From an optimization exercise on the open Yosys and OpenROAD flow, aimed at a short achievable clock period and few clock cycles; shortcuts taken in it are not production practice.
In this exercise RTL edits were held to simulation tests only and were not proved equivalent to the original.
Power and IR drop assume default switching activity.

File: design/flow/design.v
`default_nettype none
package rv_pkg;
    localparam int xlen = 64;
    localparam logic [6:0] op_reg    = 7'b0110011;
    localparam logic [6:0] op_imm    = 7'b0010011;
    localparam logic [6:0] op_lui    = 7'b0110111;
    localparam logic [6:0] op_load   = 7'b0000011;
    localparam logic [6:0] op_store  = 7'b0100011;
    localparam logic [6:0] op_branch = 7'b1100011;
    localparam logic [6:0] op_jal    = 7'b1101111;
endpackage
`default_nettype wire
`default_nettype none
module fetch_step (
    input  logic [31:0] inst,
    input  logic [20:0] pc_lo,
    input  logic        stall,
    input  logic        hist_ok,       
    input  logic        hist_taken,
    output logic        pred,          
    output logic [20:0] t_lo,          
    output logic [1:0]  t_hs,
    output logic [20:0] n_lo,          
    output logic [1:0]  n_hs
);
    logic        is_jal, is_br, take;
    logic [20:0] imm_j, imm_b;
    logic [21:0] j_lo, b_lo, s_lo;
    logic [1:0]  j_hs, b_hs;
    assign is_jal = inst[3];
    assign is_br  = inst[6] && !inst[2];
    assign pred   = hist_ok ? hist_taken : inst[31];   
    assign take   = is_jal || (is_br && pred);
    assign imm_j = {inst[31], inst[19:12], inst[20], inst[30:21], 1'b0};
    assign imm_b = {{9{inst[31]}}, inst[7], inst[30:25], inst[11:8], 1'b0};
    assign j_lo = {1'b0, pc_lo} + {1'b0, imm_j};
    assign b_lo = {1'b0, pc_lo} + {1'b0, imm_b};
    assign s_lo = {1'b0, pc_lo} + 22'd4;
    assign j_hs = {j_lo[21] && !imm_j[20], !j_lo[21] && imm_j[20]};
    assign b_hs = {b_lo[21] && !imm_b[20], !b_lo[21] && imm_b[20]};
    assign t_lo = is_jal ? j_lo[20:0] : b_lo[20:0];
    assign t_hs = is_jal ? j_hs : b_hs;
    always_comb begin
        if (take && !stall) begin n_lo = t_lo;        n_hs = t_hs;              end
        else if (stall)     begin n_lo = pc_lo;       n_hs = 2'b00;             end
        else                begin n_lo = s_lo[20:0];  n_hs = {s_lo[21], 1'b0};  end
    end
endmodule
`default_nettype wire
`default_nettype none
module cmp64 (
    input  logic [63:0] a,
    input  logic [63:0] b,
    output logic        eq,
    output logic        ltu
);
    logic [63:0] e0, l0;
    logic [31:0] e1, l1;
    logic [15:0] e2, l2;
    logic [7:0]  e3, l3;
    logic [3:0]  e4, l4;
    logic [1:0]  e5, l5;
    assign e0 = ~(a ^ b);
    assign l0 = ~a & b;
    always_comb begin
        for (int i = 0; i < 32; i++) begin
            e1[i] = e0[2*i+1] & e0[2*i];
            l1[i] = l0[2*i+1] | (e0[2*i+1] & l0[2*i]);
        end
        for (int i = 0; i < 16; i++) begin
            e2[i] = e1[2*i+1] & e1[2*i];
            l2[i] = l1[2*i+1] | (e1[2*i+1] & l1[2*i]);
        end
        for (int i = 0; i < 8; i++) begin
            e3[i] = e2[2*i+1] & e2[2*i];
            l3[i] = l2[2*i+1] | (e2[2*i+1] & l2[2*i]);
        end
        for (int i = 0; i < 4; i++) begin
            e4[i] = e3[2*i+1] & e3[2*i];
            l4[i] = l3[2*i+1] | (e3[2*i+1] & l3[2*i]);
        end
        for (int i = 0; i < 2; i++) begin
            e5[i] = e4[2*i+1] & e4[2*i];
            l5[i] = l4[2*i+1] | (e4[2*i+1] & l4[2*i]);
        end
    end
    assign eq  = e5[1] & e5[0];
    assign ltu = l5[1] | (e5[1] & l5[0]);
endmodule
`default_nettype wire
`default_nettype none
module exec_dp (
    input  logic [63:0] x_a, x_an, x_b, x_s, m_result,
    input  logic        x_fwd_a, x_fwd_b, x_fwd_s, x_sub,
    input  logic [3:0]  x_cs, x_sel_add, x_sel_slt, x_sel_sltu,
    input  logic        x_sel_sll, x_sel_srl, x_sel_sra, x_sel_xor, x_sel_or, x_sel_and,
    input  logic        x_t_eq, x_t_ne, x_t_lt, x_t_ge, x_t_ltu, x_t_geu,
    input  logic        x_m_eq, x_m_ne, x_m_lt, x_m_ge, x_m_ltu, x_m_geu,
    input  logic        redir,
    output logic [63:0] res,
    output logic [63:0] op_s,
    output logic        x_mis,
    output logic        taken
);
    logic [63:0] op_a, op_b;
    logic [63:0] s_ab, s_mb, s_am, s_mm;
    logic        eq_ab, eq_mb, eq_am, eq_mm;
    logic        ltu_ab, ltu_mb, ltu_am, ltu_mm;
    logic        lt_ab, lt_mb, lt_am, lt_mm;
    logic        mis_ab, mis_mb, mis_am, mis_mm;
    logic        tk_ab, tk_mb, tk_am, tk_mm;
    assign op_a  = x_fwd_a ? m_result : x_a;
    assign op_b  = x_fwd_b ? m_result : x_b;
    assign op_s  = x_fwd_s ? m_result : x_s;
    assign s_ab = (x_an + x_b) ^ {64{x_sub}};
    assign s_mb = ((m_result ^ {64{x_sub}}) + x_b) ^ {64{x_sub}};
    assign s_am = (x_an + m_result) ^ {64{x_sub}};
    assign s_mm = x_sub ? 64'd0 : {m_result[62:0], 1'b0};
    cmp64 cmp_ab (.a(x_a),      .b(x_b),      .eq(eq_ab), .ltu(ltu_ab));
    cmp64 cmp_mb (.a(m_result), .b(x_b),      .eq(eq_mb), .ltu(ltu_mb));
    cmp64 cmp_am (.a(x_a),      .b(m_result), .eq(eq_am), .ltu(ltu_am));
    assign eq_mm  = 1'b1;
    assign ltu_mm = 1'b0;
    assign lt_ab = (x_a[63] != x_b[63])      ? x_a[63]      : ltu_ab;
    assign lt_mb = (m_result[63] != x_b[63]) ? m_result[63] : ltu_mb;
    assign lt_am = (x_a[63] != m_result[63]) ? x_a[63]      : ltu_am;
    assign lt_mm = 1'b0;
    function automatic logic cond(input logic e, input logic l, input logic lu,
                                  input logic k_eq, input logic k_ne, input logic k_lt,
                                  input logic k_ge, input logic k_ltu, input logic k_geu);
        cond = (k_eq && e) || (k_ne && !e) || (k_lt && l) || (k_ge && !l)
               || (k_ltu && lu) || (k_geu && !lu);
    endfunction
    assign mis_ab = cond(eq_ab, lt_ab, ltu_ab, x_m_eq, x_m_ne, x_m_lt, x_m_ge, x_m_ltu, x_m_geu);
    assign mis_mb = cond(eq_mb, lt_mb, ltu_mb, x_m_eq, x_m_ne, x_m_lt, x_m_ge, x_m_ltu, x_m_geu);
    assign mis_am = cond(eq_am, lt_am, ltu_am, x_m_eq, x_m_ne, x_m_lt, x_m_ge, x_m_ltu, x_m_geu);
    assign mis_mm = cond(eq_mm, lt_mm, ltu_mm, x_m_eq, x_m_ne, x_m_lt, x_m_ge, x_m_ltu, x_m_geu);
    assign x_mis = !redir && ((x_cs[0] && mis_ab) || (x_cs[1] && mis_mb) || (x_cs[2] && mis_am)
                   || (x_cs[3] && mis_mm));
    assign tk_ab = cond(eq_ab, lt_ab, ltu_ab, x_t_eq, x_t_ne, x_t_lt, x_t_ge, x_t_ltu, x_t_geu);
    assign tk_mb = cond(eq_mb, lt_mb, ltu_mb, x_t_eq, x_t_ne, x_t_lt, x_t_ge, x_t_ltu, x_t_geu);
    assign tk_am = cond(eq_am, lt_am, ltu_am, x_t_eq, x_t_ne, x_t_lt, x_t_ge, x_t_ltu, x_t_geu);
    assign tk_mm = cond(eq_mm, lt_mm, ltu_mm, x_t_eq, x_t_ne, x_t_lt, x_t_ge, x_t_ltu, x_t_geu);
    assign taken = (x_cs[0] && tk_ab) || (x_cs[1] && tk_mb) || (x_cs[2] && tk_am)
                   || (x_cs[3] && tk_mm);
    always_comb begin
        res = ({64{x_sel_add[0]}} & s_ab)
            | ({64{x_sel_add[1]}} & s_mb)
            | ({64{x_sel_add[2]}} & s_am)
            | ({64{x_sel_add[3]}} & s_mm)
            | ({64{x_sel_sll}} & (op_a << op_b[5:0]))
            | ({64{x_sel_srl}} & (op_a >> op_b[5:0]))
            | ({64{x_sel_sra}} & 64'($signed(op_a) >>> op_b[5:0]))
            | ({64{x_sel_xor}} & (op_a ^ op_b))
            | ({64{x_sel_or}}  & (op_a | op_b))
            | ({64{x_sel_and}} & (op_a & op_b));
        res[0] = res[0]
            | (x_sel_slt[0] & lt_ab) | (x_sel_slt[1] & lt_mb)
            | (x_sel_slt[2] & lt_am) | (x_sel_slt[3] & lt_mm)
            | (x_sel_sltu[0] & ltu_ab) | (x_sel_sltu[1] & ltu_mb)
            | (x_sel_sltu[2] & ltu_am) | (x_sel_sltu[3] & ltu_mm);
    end
endmodule
`default_nettype wire
`default_nettype none
module scpu_top (
    input  logic        clk,
    input  logic        arst_n,
    input  logic [31:0] inst,
    input  logic [63:0] data_in,
    output logic [63:0] pc_out,
    output logic [63:0] addr_out,
    output logic [63:0] data_out,
    output logic        mem_write
);
    localparam int BHT_BITS = 6;
    localparam int BHT_N    = 1 << BHT_BITS;
    logic        d_valid;
    logic [31:0] d_inst;
    logic [63:0] d_pc, d_pc4;
    logic [63:0] d_target;
    logic        d_pred;
    logic [BHT_BITS-1:0] d_bidx;
    logic        x_br;             
    logic [BHT_BITS-1:0] x_bidx;
    logic [63:0] x_alt;            
    logic [63:0] x_a, x_an, x_b, x_s;
    logic        x_fwd_a, x_fwd_b, x_fwd_s;
    logic        x_sub;
    logic [3:0]  x_cs;             
    logic [3:0]  x_sel_add, x_sel_slt, x_sel_sltu;
    logic        x_sel_sll, x_sel_srl, x_sel_sra, x_sel_xor, x_sel_or, x_sel_and;
    logic        x_t_eq, x_t_ne, x_t_lt, x_t_ge, x_t_ltu, x_t_geu;   
    logic        x_m_eq, x_m_ne, x_m_lt, x_m_ge, x_m_ltu, x_m_geu;   
    logic        x_wen, x_ld, x_st;
    logic [4:0]  x_rd;
    logic [63:0] m_result;
    logic [63:0] m_sd;
    logic        m_we, m_ld, m_wen;
    logic [4:0]  m_rd;
    logic [31:1][63:0] regs;      
    logic [31:1] reg_ok;           
    logic [BHT_N-1:0][1:0] bht;
    logic [BHT_N-1:0] bht_v;       
    logic        u_valid, u_taken;   
    logic [BHT_BITS-1:0] u_idx;
    logic        x_mis;
    logic        stall;
    logic [20:0] pc_lo;
    logic [42:0] pc_h;
    logic [1:0]  pc_fix;           
    logic        redir;
    logic [63:0] redir_pc;
    logic [63:0] pc;
    logic        fixing;
    assign pc     = redir ? redir_pc : {pc_h, pc_lo};
    assign fixing = !redir && pc_fix != 2'b00;
    assign pc_out = pc;
    logic [BHT_BITS-1:0] f_bidx;
    logic        f_pred;
    logic [20:0] t_lo, n_lo;
    logic [1:0]  t_hs, n_hs;
    assign f_bidx = pc[BHT_BITS+1:2];
    fetch_step fetch_step_inst (
        .inst(inst), .pc_lo(pc[20:0]), .stall(stall),
        .hist_ok(bht_v[f_bidx]), .hist_taken(bht[f_bidx][1]),
        .pred(f_pred), .t_lo(t_lo), .t_hs(t_hs), .n_lo(n_lo), .n_hs(n_hs)
    );
    always_ff @(posedge clk or negedge arst_n) begin
        if (!arst_n) begin
            pc_lo  <= '0;
            pc_fix <= 2'b00;
            pc_h   <= '0;
            redir  <= 1'b0;
        end else begin
            redir <= x_mis;
            if (fixing) begin
                pc_fix <= 2'b00;
                pc_h   <= pc_fix[1] ? pc_h + 43'd1 : pc_h - 43'd1;
            end else begin
                pc_lo  <= n_lo;
                pc_fix <= n_hs;
                pc_h   <= pc[63:21];
            end
        end
    end
    always_ff @(posedge clk) begin
        redir_pc <= x_alt;
    end
    always_ff @(posedge clk or negedge arst_n) begin
        if (!arst_n)     d_valid <= 1'b0;
        else if (!stall) d_valid <= !fixing;
    end
    logic [20:0] d_tlo;
    logic [1:0]  d_ths;
    logic [42:0] d_h;
    always_ff @(posedge clk) begin
        if (!stall) begin
            d_inst <= inst;
            d_pc   <= pc;
            d_tlo  <= t_lo;
            d_ths  <= t_hs;
            d_h    <= pc[63:21];
            d_pred <= f_pred;
            d_bidx <= f_bidx;
        end
    end
    always_comb begin
        if (d_ths[1])      d_target = {d_h + 43'd1, d_tlo};
        else if (d_ths[0]) d_target = {d_h - 43'd1, d_tlo};
        else               d_target = {d_h, d_tlo};
    end
    logic [6:0] d_op;
    logic [4:0] d_rd, d_rs1, d_rs2;
    logic [2:0] d_f3;
    logic       d_alt;
    logic       d_is_reg, d_is_imm, d_is_lui, d_is_ld, d_is_st, d_is_br, d_is_jal, d_is_alu;
    logic       d_use1, d_use2, d_wen, d_sub;
    logic [63:0] d_imm_i, d_imm_s, d_imm_u, d_b;
    logic [63:0] m_val, d_rv1, d_rv2;
    logic       d_xhit1, d_xhit2, d_fa, d_fb;
    logic [3:0] d_cs;
    assign d_op  = d_inst[6:0];
    assign d_rd  = d_inst[11:7];
    assign d_f3  = d_inst[14:12];
    assign d_rs1 = d_inst[19:15];
    assign d_rs2 = d_inst[24:20];
    assign d_alt = d_inst[30];
    assign d_is_reg = d_op == rv_pkg::op_reg;
    assign d_is_imm = d_op == rv_pkg::op_imm;
    assign d_is_lui = d_op == rv_pkg::op_lui;
    assign d_is_ld  = d_op == rv_pkg::op_load;
    assign d_is_st  = d_op == rv_pkg::op_store;
    assign d_is_br  = d_op == rv_pkg::op_branch;
    assign d_is_jal = d_op == rv_pkg::op_jal;
    assign d_is_alu = d_is_reg || d_is_imm;
    assign d_use1 = d_is_alu || d_is_ld || d_is_st || d_is_br;
    assign d_use2 = d_is_reg || d_is_st || d_is_br;
    assign d_wen  = (d_is_alu || d_is_lui || d_is_ld || d_is_jal) && d_rd != 5'd0;
    assign d_imm_i = {{52{d_inst[31]}}, d_inst[31:20]};
    assign d_imm_s = {{52{d_inst[31]}}, d_inst[31:25], d_inst[11:7]};
    assign d_imm_u = {{32{d_inst[31]}}, d_inst[31:12], 12'b0};
    assign m_val = m_ld ? data_in : m_result;
    function automatic logic [63:0] read_reg(input logic [4:0] a);
        if (a == 5'd0)                read_reg = '0;
        else if (m_wen && m_rd == a)  read_reg = m_val;
        else                          read_reg = regs[a] & {64{reg_ok[a]}};
    endfunction
    assign d_rv1 = read_reg(d_rs1);
    assign d_rv2 = read_reg(d_rs2);
    assign d_xhit1 = x_wen && !redir && x_rd == d_rs1;
    assign d_xhit2 = x_wen && !redir && x_rd == d_rs2;
    assign d_fa    = d_use1 && d_xhit1;
    assign d_fb    = (d_is_reg || d_is_br) && d_xhit2;
    assign d_cs    = {d_fa && d_fb, !d_fa && d_fb, d_fa && !d_fb, !d_fa && !d_fb};
    assign stall = d_valid && !redir && x_ld && ((d_use1 && d_xhit1) || (d_use2 && d_xhit2));
    assign d_sub = d_is_reg && d_f3 == 3'b000 && d_alt;
    always_comb begin
        if (d_is_reg || d_is_br) d_b = d_rv2;
        else if (d_is_st)        d_b = d_imm_s;
        else if (d_is_lui)       d_b = d_imm_u;
        else if (d_is_jal)       d_b = 64'd0;
        else                     d_b = d_imm_i;
    end
    logic [63:0] d_a;
    assign d_pc4 = d_pc + 64'd4;
    assign d_a = d_is_lui ? 64'd0 : (d_is_jal ? d_pc4 : d_rv1);
    logic d_go, d_gob;
    assign d_go  = d_valid && !redir && !stall;
    assign d_gob = d_go && d_is_br;
    always_ff @(posedge clk or negedge arst_n) begin
        if (!arst_n) begin
            x_br  <= 1'b0;
            x_wen <= 1'b0;
            x_ld  <= 1'b0;
            x_st  <= 1'b0;
            x_m_eq <= 1'b0; x_m_ne <= 1'b0; x_m_lt <= 1'b0;
            x_m_ge <= 1'b0; x_m_ltu <= 1'b0; x_m_geu <= 1'b0;
        end else begin
            x_br  <= d_gob;
            x_wen <= d_go && d_wen;
            x_ld  <= d_go && d_is_ld;
            x_st  <= d_go && d_is_st;
            x_m_eq  <= d_gob && (d_pred ? d_f3 == 3'b001 : d_f3 == 3'b000);
            x_m_ne  <= d_gob && (d_pred ? d_f3 == 3'b000 : d_f3 == 3'b001);
            x_m_lt  <= d_gob && (d_pred ? d_f3 == 3'b101 : d_f3 == 3'b100);
            x_m_ge  <= d_gob && (d_pred ? d_f3 == 3'b100 : d_f3 == 3'b101);
            x_m_ltu <= d_gob && (d_pred ? d_f3 == 3'b111 : d_f3 == 3'b110);
            x_m_geu <= d_gob && (d_pred ? d_f3 == 3'b110 : d_f3 == 3'b111);
        end
    end
    always_ff @(posedge clk) begin
        x_rd   <= d_rd;
        x_alt  <= d_pred ? d_pc4 : d_target;
        x_bidx <= d_bidx;
        x_t_eq  <= d_f3 == 3'b000;
        x_t_ne  <= d_f3 == 3'b001;
        x_t_lt  <= d_f3 == 3'b100;
        x_t_ge  <= d_f3 == 3'b101;
        x_t_ltu <= d_f3 == 3'b110;
        x_t_geu <= d_f3 == 3'b111;
        x_a     <= d_a;
        x_an    <= d_a ^ {64{d_sub}};
        x_fwd_a <= d_fa;
        x_b     <= d_b;
        x_fwd_b <= d_fb;
        x_cs    <= d_cs;
        x_sub   <= d_sub;
        x_s     <= d_rv2;
        x_fwd_s <= d_xhit2;
        x_sel_add  <= d_cs & {4{!d_is_alu || d_f3 == 3'b000}};
        x_sel_slt  <= d_cs & {4{d_is_alu && d_f3 == 3'b010}};
        x_sel_sltu <= d_cs & {4{d_is_alu && d_f3 == 3'b011}};
        x_sel_sll  <= d_is_alu && d_f3 == 3'b001;
        x_sel_xor  <= d_is_alu && d_f3 == 3'b100;
        x_sel_srl  <= d_is_alu && d_f3 == 3'b101 && !d_alt;
        x_sel_sra  <= d_is_alu && d_f3 == 3'b101 && d_alt;
        x_sel_or   <= d_is_alu && d_f3 == 3'b110;
        x_sel_and  <= d_is_alu && d_f3 == 3'b111;
    end
    logic [63:0] op_s, res;
    logic        taken;
    exec_dp exec_dp_inst (
        .x_a(x_a), .x_an(x_an), .x_b(x_b), .x_s(x_s), .m_result(m_result),
        .x_fwd_a(x_fwd_a), .x_fwd_b(x_fwd_b), .x_fwd_s(x_fwd_s), .x_sub(x_sub), .x_cs(x_cs),
        .x_sel_add(x_sel_add), .x_sel_slt(x_sel_slt), .x_sel_sltu(x_sel_sltu),
        .x_sel_sll(x_sel_sll), .x_sel_srl(x_sel_srl), .x_sel_sra(x_sel_sra),
        .x_sel_xor(x_sel_xor), .x_sel_or(x_sel_or), .x_sel_and(x_sel_and),
        .x_t_eq(x_t_eq), .x_t_ne(x_t_ne), .x_t_lt(x_t_lt), .x_t_ge(x_t_ge),
        .x_t_ltu(x_t_ltu), .x_t_geu(x_t_geu),
        .x_m_eq(x_m_eq), .x_m_ne(x_m_ne), .x_m_lt(x_m_lt), .x_m_ge(x_m_ge),
        .x_m_ltu(x_m_ltu), .x_m_geu(x_m_geu),
        .redir(redir), .res(res), .op_s(op_s), .x_mis(x_mis), .taken(taken)
    );
    always_ff @(posedge clk or negedge arst_n) begin
        if (!arst_n) begin
            u_valid <= 1'b0;
            u_taken <= 1'b0;
            u_idx   <= '0;
        end else begin
            u_valid <= x_br && !redir;
            u_taken <= taken;
            u_idx   <= x_bidx;
        end
    end
    always_ff @(posedge clk or negedge arst_n) begin
        if (!arst_n) begin
            for (int i = 0; i < BHT_N; i++) bht[i] <= 2'b10;
            bht_v <= '0;
        end else if (u_valid) begin
            bht_v[u_idx] <= 1'b1;
            if (!bht_v[u_idx])                         bht[u_idx] <= u_taken ? 2'b10 : 2'b01;
            else if (u_taken && bht[u_idx] != 2'b11)   bht[u_idx] <= bht[u_idx] + 2'd1;
            else if (!u_taken && bht[u_idx] != 2'b00)  bht[u_idx] <= bht[u_idx] - 2'd1;
        end
    end
    always_ff @(posedge clk or negedge arst_n) begin
        if (!arst_n) begin
            m_we  <= 1'b0;
            m_ld  <= 1'b0;
            m_wen <= 1'b0;
        end else begin
            m_we  <= x_st && !redir;
            m_ld  <= x_ld && !redir;
            m_wen <= x_wen && !redir;
        end
    end
    always_ff @(posedge clk) begin
        m_result <= res;
        m_sd     <= op_s;
        m_rd     <= x_rd;
    end
    assign addr_out  = m_result;
    assign data_out  = m_sd;
    assign mem_write = m_we;
    always_ff @(posedge clk or negedge arst_n) begin
        if (!arst_n)    reg_ok <= '0;
        else if (m_wen) reg_ok[m_rd] <= 1'b1;
    end
    always_ff @(posedge clk) begin
        if (m_wen) regs[m_rd] <= m_val;
    end
endmodule
`default_nettype wire
File: design/flow/flow/run.sh
#!/bin/bash
set -euo pipefail
bash standard.sh ADDER_MAP_FILE= "BUFFER_PORTS_ARGS=-buffer_cell sky130_fd_sc_hd__buf_4" finish > flow_make.log 2>&1
File: design/flow/standard.sh
#!/bin/bash
# synth_recipe.tcl (not shown) runs the flow's synth.tcl, then flattens the netlist and writes it again
# the make line also repeats each setting of config.mk as NAME=value (left out here)
make -C /OpenROAD-flow-scripts/flow DESIGN_CONFIG=/design/flow/config.mk WORK_HOME=/design/flow/orfs CLKGATE_MAP_FILE= SYNTH_SCRIPT=/design/flow/synth_recipe.tcl "${@:-finish}"
File: design/flow/config.mk
export PLATFORM = sky130hd
export DESIGN_NAME = scpu_top
export DESIGN_NICKNAME = scpu_top
export VERILOG_FILES = /design/flow/design.v
export SDC_FILE = /design/flow/constraint.sdc
export NUM_CORES = 4
export LEC_CHECK = 0
export ABC_CLOCK_PERIOD_IN_PS = 2500
export CAP_MARGIN = 20
export CORE_MARGIN = 2
export CORE_UTILIZATION = 35
export PLACE_DENSITY = 0.45
export SETUP_SLACK_MARGIN = 5
export SLEW_MARGIN = 20
export SYNTH_HIERARCHICAL = 1
File: design/flow/constraint.sdc
create_clock -name core_clock -period 9.0 [get_ports {clk}]
set_input_delay 1.8000 -clock core_clock [delete_from_list [all_inputs] [get_ports {clk}]]
set_output_delay 1.8000 -clock core_clock [all_outputs]
set_load 0.01 [all_outputs]
==> results of run 1 <==
flip-flops by register name, indices dropped and copies added (netlist names), 5 cells and up:
signal,count
bht,128
u_idx,6
d_tlo,21
m_sd,64
pc_h,43
x_an,64
x_alt,64
d_h,43
x_b,64
x_s,64
regs,1984
d_inst,32
x_a,64
m_rd,5
pc_lo,21
x_bidx,6
m_result,64
reg_ok,31
redir_pc,64
d_bidx,5
d_pc,16
bht_v,64
x_rd,5
metal layers:
metal	wire length [um]	GRT usage [%]
met1	394000	45.5
met2	434000	52.2
met3	93500	6.34
met4	68800	19.7
met5	114	0
stage by stage:
stage                     util (%)  cell area [um^2]  hold slack (ns)  worst slack (ns)
after global placement        37.0            203000            0.310              2.90
final                         41.2            226000            0.277              4.53
after floorplan                  -            192000            0.310             -6.21
after detailed placement      37.0            203000            0.312              2.86
after CTS                     40.6            222000            0.293              4.62
after global routing          41.2            226000            0.299              4.60
final timing paths:
path | startpoint | endpoint | slack (ns) | cells past startpoint
hold / removal | x_alt[23] | redir_pc[23] | 0.28 | 0
setup / recovery | x_b[3] | m_result[0] | 4.53 | 12
hold reg to reg | x_alt[23] | redir_pc[23] | 0.28 | 0
setup reg to reg | x_b[3] | m_result[0] | 4.53 | 12
max in group asynchronous | arst_n | pc_lo[0] | 6.59 | 2
min in group asynchronous | arst_n | reg_ok[31] | 0.83 | 1
where the power goes:
| part | switching [W] | internal (W) |
|---|---|---|
| clock network | 0.00666 | 0.00875 |
| logic | 0.0102 | 0.00544 |
| registers | 0.00155 | 0.0158 |
worst max-delay path, cell delays in order (launching register included):
cell and delay (ns):
dfxtp_1 0.41, buf_6 0.23, maj3_2 0.31, a41o_1 0.26, a211oi_2 0.31, o211ai_4 0.20, a211oi_4 0.73, o211ai_4 0.28
a222oi_1 0.49, o2111ai_2 0.21, a221oi_4 0.42, o221ai_2 0.16, a221o_1 0.28
repair_timing:
action                     4_1_cts  5_1_grt
pin swaps                       84      123
resized for setup              940      460
cloned                          52       13
setup buffers                  191      119
setup endpoints to repair      837      422
cell type report:
class	count	area, um^2
Fill cell	53700	322000
Multi-Input combinational cell	14600	107000
Sequential cell	2974	82400
Timing Repair Buffer	1245	13500
Clock buffer	484	10100
Tap cell	7261	9080
Clock inverter	196	1920
Inverter	369	1470
Antenna cell	46	115
Timing Repair inverter	1	8.76
==> flow_metrics.env, run 1 <==
export IMPL_wl_per_cell_um=36.5
export IMPL_vias=172000
export IMPL_antenna_found_initial=80
export IMPL_drc=0
export IMPL_cp_end_kind="flop"
export IMPL_cp_required_ns=9.89
export IMPL_io_buffers=290
export IMPL_avgSynthCellArea_um2=9.69
export IMPL_cts_sinks=2974
export IMPL_peakVddDrop_v=0.000185
export IMPL_hpwl_um=643000
export IMPL_design_die_area_um2=555000
export IMPL_mostFrequentLayoutCells="nand2_1, edfxtp_1, nor2_1"
export IMPL_place_inst=26100
export IMPL_cap_violations=0
export IMPL_final_nets=19600
export IMPL_worstPathMaxFanout=19
export IMPL_hold_path_class="flop to flop"
export IMPL_p_per_area_nw_per_um2=214
export IMPL_ys_warn_count=10
export IMPL_clk_latency_ns=1.04
export IMPL_start_util_pct=35.1
export IMPL_tightest_slew_ns=1.41
export IMPL_fin_crit_sh_pct=49.7
export IMPL_via_per_inst=6.33
export IMPL_relSlewSlack_pct=6.18
export IMPL_post_route_min_period_ns=4.47
export IMPL_fin_worst_skew_ns=0.0704
export IMPL_worstSetupPathType="flop to flop"
export IMPL_final_setup_tns_ns=0
export IMPL_numCtsBuffers=369
export IMPL_setup_viol=0
export IMPL_total_power_w=0.0484
export IMPL_fmax_mhz=224
export IMPL_grt_max_degree=177
export IMPL_crit_path_start_kind="flop"
export IMPL_leakagePower_nw=79.7
export IMPL_layout_commonest_cell="nand2_1"
export IMPL_fin_cells=27200
export IMPL_cts_max_level=5
export IMPL_cts_clk_slew_worst_paths_ns=0.07
export IMPL_drtIter0Drc=23200
export IMPL_first_pass_iters=7
export IMPL_grt_pass1_wl_um=1340000
export IMPL_synthCells=19800
export IMPL_clockBufferDepth=4
export IMPL_die_y_um=745
export IMPL_die_w_um=745
export IMPL_finalWirelength_um=990000
export IMPL_rsz0062_at_grt="yes"
export IMPL_critPathArrivalTime_ns=5.36
export IMPL_cts_hold_buffers_added=0
export IMPL_cts_tree="done"
export IMPL_grt_use_total_pct=34.2
export IMPL_drive_above_1_share_pct=21.1
export IMPL_status="no timing/DRC/antenna violations"
export IMPL_routabilityCongestion=1.01
export IMPL_synthesis_area_um2=192000
export IMPL_grt_pass1_vias=159000
export IMPL_io_pins=291
export IMPL_final_hold_violation_count=0
export IMPL_area_growth_pct=17.4
export IMPL_ant_nets=0
export IMPL_drv_slew=0
export IMPL_grt_ovfl_total=0
export IMPL_coreArea_um2=548000
export IMPL_clock_root_buffer="clkbuf_16"
export IMPL_rows=272
export IMPL_synth_fp_nets=19900
Testbench counts, summed over its fixed seeds: cycles 26,547.
==> run 2: changes to the inputs <==
--- a/design/flow/design.v
+++ b/design/flow/design.v
@@ -198,6 +198,7 @@
     logic [63:0] m_sd;
     logic        m_we, m_ld, m_wen;
     logic [4:0]  m_rd;
+    logic [31:1] m_wsel;           
     logic [31:1][63:0] regs;      
     logic [31:1] reg_ok;           
     logic [BHT_N-1:0][1:0] bht;
@@ -416,13 +417,15 @@
     end
     always_ff @(posedge clk or negedge arst_n) begin
         if (!arst_n) begin
-            m_we  <= 1'b0;
-            m_ld  <= 1'b0;
-            m_wen <= 1'b0;
+            m_we   <= 1'b0;
+            m_ld   <= 1'b0;
+            m_wen  <= 1'b0;
+            m_wsel <= '0;
         end else begin
             m_we  <= x_st && !redir;
             m_ld  <= x_ld && !redir;
             m_wen <= x_wen && !redir;
+            for (int i = 1; i < 32; i++) m_wsel[i] <= x_wen && !redir && x_rd == 5'(i);
         end
     end
     always_ff @(posedge clk) begin
@@ -434,11 +437,13 @@
     assign data_out  = m_sd;
     assign mem_write = m_we;
     always_ff @(posedge clk or negedge arst_n) begin
-        if (!arst_n)    reg_ok <= '0;
-        else if (m_wen) reg_ok[m_rd] <= 1'b1;
+        if (!arst_n) reg_ok <= '0;
+        else         reg_ok <= reg_ok | m_wsel;
     end
     always_ff @(posedge clk) begin
-        if (m_wen) regs[m_rd] <= m_val;
+        for (int i = 1; i < 32; i++) begin
+            if (m_wsel[i]) regs[i] <= m_val;
+        end
     end
 endmodule
 `default_nettype wire
--- a/design/flow/config.mk
+++ b/design/flow/config.mk
@@ -8,7 +8,7 @@
 export ABC_CLOCK_PERIOD_IN_PS = 2500
 export CAP_MARGIN = 20
 export CORE_MARGIN = 2
-export CORE_UTILIZATION = 35
+export CORE_UTILIZATION = 30
 export PLACE_DENSITY = 0.45
 export SETUP_SLACK_MARGIN = 5
 export SLEW_MARGIN = 20
==> run 2 against run 1 <==
Compared with the run above:
- synthesized cell count decreased by 23%
- largest power group unchanged
- cell area is 8.2% lower
- non-clock buffer count is 71 lower
- area after synthesis decreased by 9.6%
==> flow_metrics.env, run 2 <==
export IMPL_synthesis_area_um2=174000
export IMPL_fin_worst_skew_ns=0.0931
export IMPL_top_register="regs"
export IMPL_p_int_w=0.0296
export IMPL_reg2reg_depth=22
export IMPL_cts_tree="done"
export IMPL_reg_top3="regs (1984), bht (128)"
export IMPL_fmax_mhz=228
export IMPL_min_from="x_alt[40]"
export IMPL_final_hold_violation_count=0
export IMPL_cts_max_level=5
export IMPL_power_frac_seq_pct=37.6
export IMPL_area_growth_pct=19.2
export IMPL_setup_viol=0
export IMPL_wl_per_cell_um=37.6
export IMPL_numCtsBuffers=342
export IMPL_cp_required_ns=7.20
export IMPL_design_die_area_um2=586000
export IMPL_grt_pass1_wl_um=1190000
export IMPL_fin_crit_sh_pct=48.7
export IMPL_p_per_area_nw_per_um2=225
export IMPL_relSlewSlack_pct=14.9
export IMPL_power_share_combinational_pct=30.7
export IMPL_start_util_pct=30.1
export IMPL_clk_latency_ns=1.08
export IMPL_fin_cells=23700
export IMPL_grt_max_degree=139
export IMPL_io_buffers=290
export IMPL_mostFrequentLayoutCells="edfxtp_1, nand2_1, nor2_1"
export IMPL_switching_power_w=0.0170
export IMPL_finalWirelength_um=890000
export IMPL_place_inst=22600
export IMPL_final_cell_area_um2=207000
export IMPL_ys_warn_count=10
export IMPL_worstSetupPathType="flop to output pin"
export IMPL_leakagePower_nw=71.6
export IMPL_r2r_end="pc_lo[19]"
export IMPL_rows=279
export IMPL_grt_ovfl_total=0
export IMPL_first_pass_iters=9
export IMPL_worstPathMaxFanout=6
export IMPL_cts_hold_buffers_added=0
export IMPL_final_util_pct=35.9
export IMPL_critPathArrivalTime_ns=2.58
export IMPL_peakVddDrop_v=0.000190
export IMPL_ant_nets=0
export IMPL_hpwl_um=575000
export IMPL_avgSynthCellArea_um2=11.3
export IMPL_largest_reg_flops=1984
export IMPL_grt_pass1_vias=138000
export IMPL_layout_commonest_cell="edfxtp_1"
export IMPL_cap_violations=0
export IMPL_coreArea_um2=577000
export IMPL_drive_above_1_share_pct=25.6
export IMPL_reg2reg_slack_ns=4.68
export IMPL_routabilityCongestion=1.01
export IMPL_cts_clk_slew_worst_paths_ns=0.07
export IMPL_synthCells=15300
export IMPL_status="no timing/DRC/antenna violations"
export IMPL_clock_root_buffer="clkbuf_16"
export IMPL_drtIter0Drc=18800
export IMPL_tightest_slew_ns=1.26
export IMPL_cp_end_kind="output pin"
export IMPL_swShare_pct=36.4
export IMPL_hold_path_class="flop to flop"
export IMPL_dpl_instance_area_um2=185000
export IMPL_die_y_um=765
export IMPL_grt_use_total_pct=29.0
export IMPL_post_route_min_period_ns=4.38
export IMPL_rsz0062_at_grt="yes"
export IMPL_min_path_cells=0
export IMPL_die_w_um=765
export IMPL_crit_path_start_kind="flop"
export IMPL_antenna_found_initial=77
export IMPL_min_to="redir_pc[40]"
export IMPL_reg2reg_from="redir"
export IMPL_clock_power_share_pct=31.7
export IMPL_vias=145000
export IMPL_drc=0
export IMPL_io_pins=291
export IMPL_drv_slew=0
export IMPL_fillers=56900
export IMPL_synth_fp_nets=15400
export IMPL_clockBufferDepth=4
export IMPL_via_per_inst=6.12
export IMPL_cts_sinks=3005
export IMPL_final_nets=15700
run 2: metrics by stage:
step                worst slack, ns  TNS, ns  hold WS [ns]  power [W]
detailed placement             3.19        0         0.312     0.0297
global placement               3.11        0         0.311     0.0297
global route                   4.59        0         0.293     0.0479
floorplan                    -0.582    -4.54         0.310     0.0244
finish                         4.62        0         0.295     0.0467
CTS                            4.61        0         0.294     0.0459
run 2: what timing repair did:
item	in CTS	in global routing
pin swaps	101	95
buffers inserted	229	86
resized for setup	888	394
setup endpoints to repair	597	309
gates cloned	59	19
run 2: how the worst max path moves through the flow:
stage	start	to	cells past startpoint
floorplan	d_inst[20]	pc_lo[19]	21
global placement	redir	pc_lo[19]	17
detailed placement	d_inst[22]	x_b[2]	11
CTS	redir	pc_out[10]	5
global route	redir	pc_lo[16]	22
finish	redir	pc_out[56]	6
run 2: layout make-up:
class / instances / area [um^2] / area share [%]
Multi-Input combinational cell: 10700 / 88400 / 42.6
Sequential cell: 3005 / 83400 / 40.2
Timing Repair Buffer: 1174 / 12600 / 6.08
Tap cell: 7727 / 9670 / 4.66
Clock buffer: 434 / 9340 / 4.51
Clock inverter: 201 / 2270 / 1.10
Inverter: 345 / 1380 / 0.665
Antenna cell: 76 / 190 / 0.0918
Timing Repair inverter: 5 / 61.3 / 0.0296
run 2: metal layers:
metal / routed length, um / part of all wire (%) / global-route usage [%] / vias up
li1: - / - / - / 59300
met1: 343000 / 39 / 36.7 / 75000
met2: 395000 / 44 / 45.0 / 8576
met3: 78200 / 8.8 / 5.40 / 2127
met4: 74200 / 8.3 / 19.6 / 38
met5: 259 / 0.029 / 0 / -
run 2: critical path, cell delays in order, from the launching register on:
cell and delay [ns]:
dfrtp_4 0.52, buf_12 0.14, buf_6 0.11, buf_12 0.13, buf_16 0.15, mux2_4 0.34, buf_6 0.13
run 2: power groups by stage:
| stage | Combinational [W] | Clock, W | Sequential, W |
|---|---|---|---|
| after floorplan | 0.00745 | 0 | 0.0169 |
| after global placement | 0.0120 | 0 | 0.0178 |
| after detailed placement | 0.0119 | 0 | 0.0178 |
| after CTS | 0.0135 | 0.0150 | 0.0175 |
| after global routing | 0.0149 | 0.0154 | 0.0176 |
| final | 0.0143 | 0.0148 | 0.0176 |
Testbench counts of run 2, summed over its fixed seeds: cycles 26,547.

==> separate check: timing with driven ports <==
The results above use ideal ports. As a check the final layouts listed here were re-extracted and re-timed, cells and wires unchanged. Step 1 assumes that a clkbuf_16 drives the clock port and a buf_2 every other input. Step 2, shift: input delay + t, output delay - t, t = (earliest + latest rising clock arrival at the registers) / 2. This alone moves slack from input paths to output paths. Three values: ideal, step 1, step 2; two values: the first two.
run | shift t [ns] | setup WS [ns] | worst hold slack (ns) | worst slew at a driven data input, ns
run 1 | 1.137 | 4.529 / 4.482 / 4.310 | 0.277 / 0.277 / 0.277 | 0.41
run 2 | 1.178 | 4.618 / 4.470 / 4.316 | 0.295 / 0.295 / 0.295 | 0.09
After both steps setup and hold are still met in every run listed. For run 2, which loses most, drivers alone change the setup slack by -0.148 ns; drivers and shift together by -0.302 ns.
